This design comes from an exercise in tuning for small area, a short achievable clock period and few clock cycles per item on the open sky130 flow, not from production work. The RTL was checked by simulation tests, not by an equivalence proof against the original design. Power and IR drop assume default switching activity.

Setup of oak:
==> flow/design.v (excerpt) <==
module gemm_top (
    input  logic           clk,
    input  logic           rst,
    input  logic           start,
    input  logic           p_wr_en,
    input  logic [1:0]     p_wr_addr,
    input  logic [31:0]    p_wr_data,
    input  logic           q_wr_en,
    input  logic [1:0]     q_wr_addr,
    input  logic [15:0]    q_wr_data,
    input  logic           r_wr_en,
    input  logic [1:0]     r_wr_addr,
    input  logic [127:0]   r_wr_data,
    input  logic           r_rd_en,
    input  logic [1:0]     r_rd_addr,
    output logic           busy,
    output logic           done,
    output logic [127:0]   c_out,
    output logic           c_valid
);
For scale: about 5100 cells after synthesis, about 1100 flip-flops, roughly 320 I/O pins, ~59000 µm² of cells after synthesis.
Settings: LEC_CHECK=0, ABC_CLOCK_PERIOD_IN_PS=3300, CAP_MARGIN=20, CORE_MARGIN=2, CORE_UTILIZATION=50, SETUP_SLACK_MARGIN=1.6, SLEW_MARGIN=20; clock period 5.0 ns.
standard.sh (not shown) runs the stock make flow with config.mk's settings and CLKGATE_MAP_FILE= SYNTH_SCRIPT=/design/flow/synth_recipe.tcl, a recipe that flattens the netlist after the stock synthesis.
==> flow/flow/run.sh <==
#!/bin/bash
set -euo pipefail
export BUFFER_PORTS_ARGS="-buffer_cell sky130_fd_sc_hd__buf_2"
bash standard.sh finish > flow_make.log 2>&1
oak closes out successfully: all stages finished, all timing, DRC and antenna checks passed.
Testbench counts of oak, summed over its fixed seeds: cycles 3,488, jobs 384.
Setup changes, oak to pine
# oak
export LEC_CHECK = 0
export ABC_CLOCK_PERIOD_IN_PS = 3300
export CAP_MARGIN = 20
export CORE_MARGIN = 2
export CORE_UTILIZATION = 50
export SETUP_SLACK_MARGIN = 1.6
export SLEW_MARGIN = 20
create_clock -name core_clock -period 5.0 [get_ports {clk}]
# pine
export LEC_CHECK = 0
export ABC_CLOCK_PERIOD_IN_PS = 2800
export CAP_MARGIN = 20
export CORE_MARGIN = 2
export CORE_UTILIZATION = 50
export SETUP_SLACK_MARGIN = 2.2
export SLEW_MARGIN = 20
create_clock -name core_clock -period 5.0 [get_ports {clk}]
Results
- Compared with oak, pine shows a final clock skew that is 8.7 ps lower.
- The synthesis-to-finish area growth of pine is higher than that of oak.
- On worst setup slack: pine sits above oak.
- pine finished end to end and its layout was clean on timing, DRC and antenna.
- Relative to oak, detailed route wirelength on metal2 has increased by 14% in pine.
- Min number of gates resized after CTS across oak and pine: oak
- Of oak and pine, the run reporting the higher share of power burned in combinational logic was pine.
- Total chip power in pine is 7.4% above oak.
- Of oak and pine, the higher register share of total power belongs to oak.
- NOTE global-route wire length before repair oak->pine increased by a few percent
Modified inputs, birch compared to pine
# pine
export LEC_CHECK = 0
export ABC_CLOCK_PERIOD_IN_PS = 2800
export CAP_MARGIN = 20
export CORE_MARGIN = 2
export CORE_UTILIZATION = 50
export SETUP_SLACK_MARGIN = 2.2
export SLEW_MARGIN = 20
create_clock -name core_clock -period 5.0 [get_ports {clk}]
# birch
export LEC_CHECK = 0
export ABC_CLOCK_PERIOD_IN_PS = 2800
export CAP_MARGIN = 20
export CORE_MARGIN = 2
export CORE_UTILIZATION = 50
export CTS_CLUSTER_DIAMETER = 125
export CTS_CLUSTER_SIZE = 26
export SETUP_SLACK_MARGIN = 2.1
export SLEW_MARGIN = 20
create_clock -name core_clock -period 5.0 [get_ports {clk}]
==> results.txt <==
Compared with pine, birch shows a lower number of antenna violations at the first check in global routing. Compared with pine, in birch normalized max-slew margin lost 19 points; post-layout utilization of the core went down by 3.5 points; share of the clock period used by the worst path after layout climbed 0.72 points; met1 routed wirelength after detailed routing fell about 3%; post-CTS setup buffer count went down by 30%.
Modified inputs, maple compared to birch
# birch
export LEC_CHECK = 0
export ABC_CLOCK_PERIOD_IN_PS = 2800
export CAP_MARGIN = 20
export CORE_MARGIN = 2
export CORE_UTILIZATION = 50
export CTS_CLUSTER_DIAMETER = 125
export CTS_CLUSTER_SIZE = 26
export SETUP_SLACK_MARGIN = 2.1
export SLEW_MARGIN = 20
create_clock -name core_clock -period 5.0 [get_ports {clk}]
# maple
export LEC_CHECK = 0
export ABC_CLOCK_PERIOD_IN_PS = 3000
export CAP_MARGIN = 20
export CORE_MARGIN = 2
export CORE_UTILIZATION = 50
export SETUP_SLACK_MARGIN = 1.9
export SLEW_MARGIN = 20
create_clock -name core_clock -period 5.0 [get_ports {clk}]
==> comparison <==
- [maple vs birch] sequential portion of the cell area: lower in maple
- Summary of maple over birch: final standard cell area without fillers went up by 1.0%, CTS H-tree depth now sits higher, global-route usage closely matched the old numbers, share of total power in the clock network saw an increase.
- Diff birch -> maple: peak per-stage delay on the critical path barely changed, final cycle utilization of the critical path climbed 1.1 points, total design power went up, number of gates on the worst path with buffers counted went down 2.
- Count of multi-input gates: maple vs birch, no meaningful difference
Input-level comparison between cedar and maple:
# maple
export LEC_CHECK = 0
export ABC_CLOCK_PERIOD_IN_PS = 3000
export CAP_MARGIN = 20
export CORE_MARGIN = 2
export CORE_UTILIZATION = 50
export SETUP_SLACK_MARGIN = 1.9
export SLEW_MARGIN = 20
create_clock -name core_clock -period 5.0 [get_ports {clk}]
# cedar
export LEC_CHECK = 0
export ABC_CLOCK_PERIOD_IN_PS = 2800
export CAP_MARGIN = 20
export CORE_MARGIN = 2
export CORE_UTILIZATION = 50
export CTS_CLUSTER_DIAMETER = 110
export CTS_CLUSTER_SIZE = 22
export SETUP_SLACK_MARGIN = 2.1
export SLEW_MARGIN = 20
create_clock -name core_clock -period 5.0 [get_ports {clk}]
Results
cedar | stages: all done | timing, DRC, antenna: all pass. Looking at share of the core filled with cells, cedar sits below maple. Looking only at fraction of power consumed by the clock network, and setting everything else aside, the higher value of cedar and maple goes to maple. cedar reports a lower total number of H-tree levels than maple does. Compared with maple, cedar shows a share of final-layout standard cells stronger than drive strength 1 that is 0.70 points higher. cedar vs. maple: area occupied by multi-input gates shows an increase of 1.8%; non-clock buffer count rose by 78.

what the ideal ports hide:
The results above use ideal ports. As a check the final layouts listed here were re-extracted and re-timed, cells and wires unchanged.
Step 1, drivers: a clkbuf_16 drives clk and a buf_2 each remaining input, both assumed.
Step 2 adds t to the input delays and takes it off the output delays; t is the mean of the earliest and latest rising clock arrival at the registers after step 1. Input paths then give back, and output paths get back, about the clock's delay inside the block.
Slacks: ideal / step 1 / step 2; pairs: ideal / step 1.
run | shift t [ns] | slack for setup (ns) | hold WS [ns] | worst slew at a driven data input, ns | pins driven straight from the clock port
oak | 0.781 | 1.772 / 1.772 / 1.123 | 0.483 / 0.483 / 0.483 | 0.11 | 1
pine | 0.771 | 2.054 / 2.054 / 1.407 | 0.465 / 0.465 / 0.465 | 0.12 | 1
birch | 0.750 | 2.018 / 2.046 / 1.315 | 0.519 / 0.519 / 0.519 | 0.12 | 1
maple | 0.776 | 1.961 / 1.961 / 1.264 | 0.472 / 0.472 / 0.472 | 0.11 | 1
cedar | 0.760 | 2.021 / 2.036 / 1.279 | 0.501 / 0.501 / 0.501 | 0.11 | 1
After both steps every run listed still meets setup and hold. For cedar, which loses most, drivers alone change the setup slack by +0.015 ns; drivers and shift together by -0.742 ns.
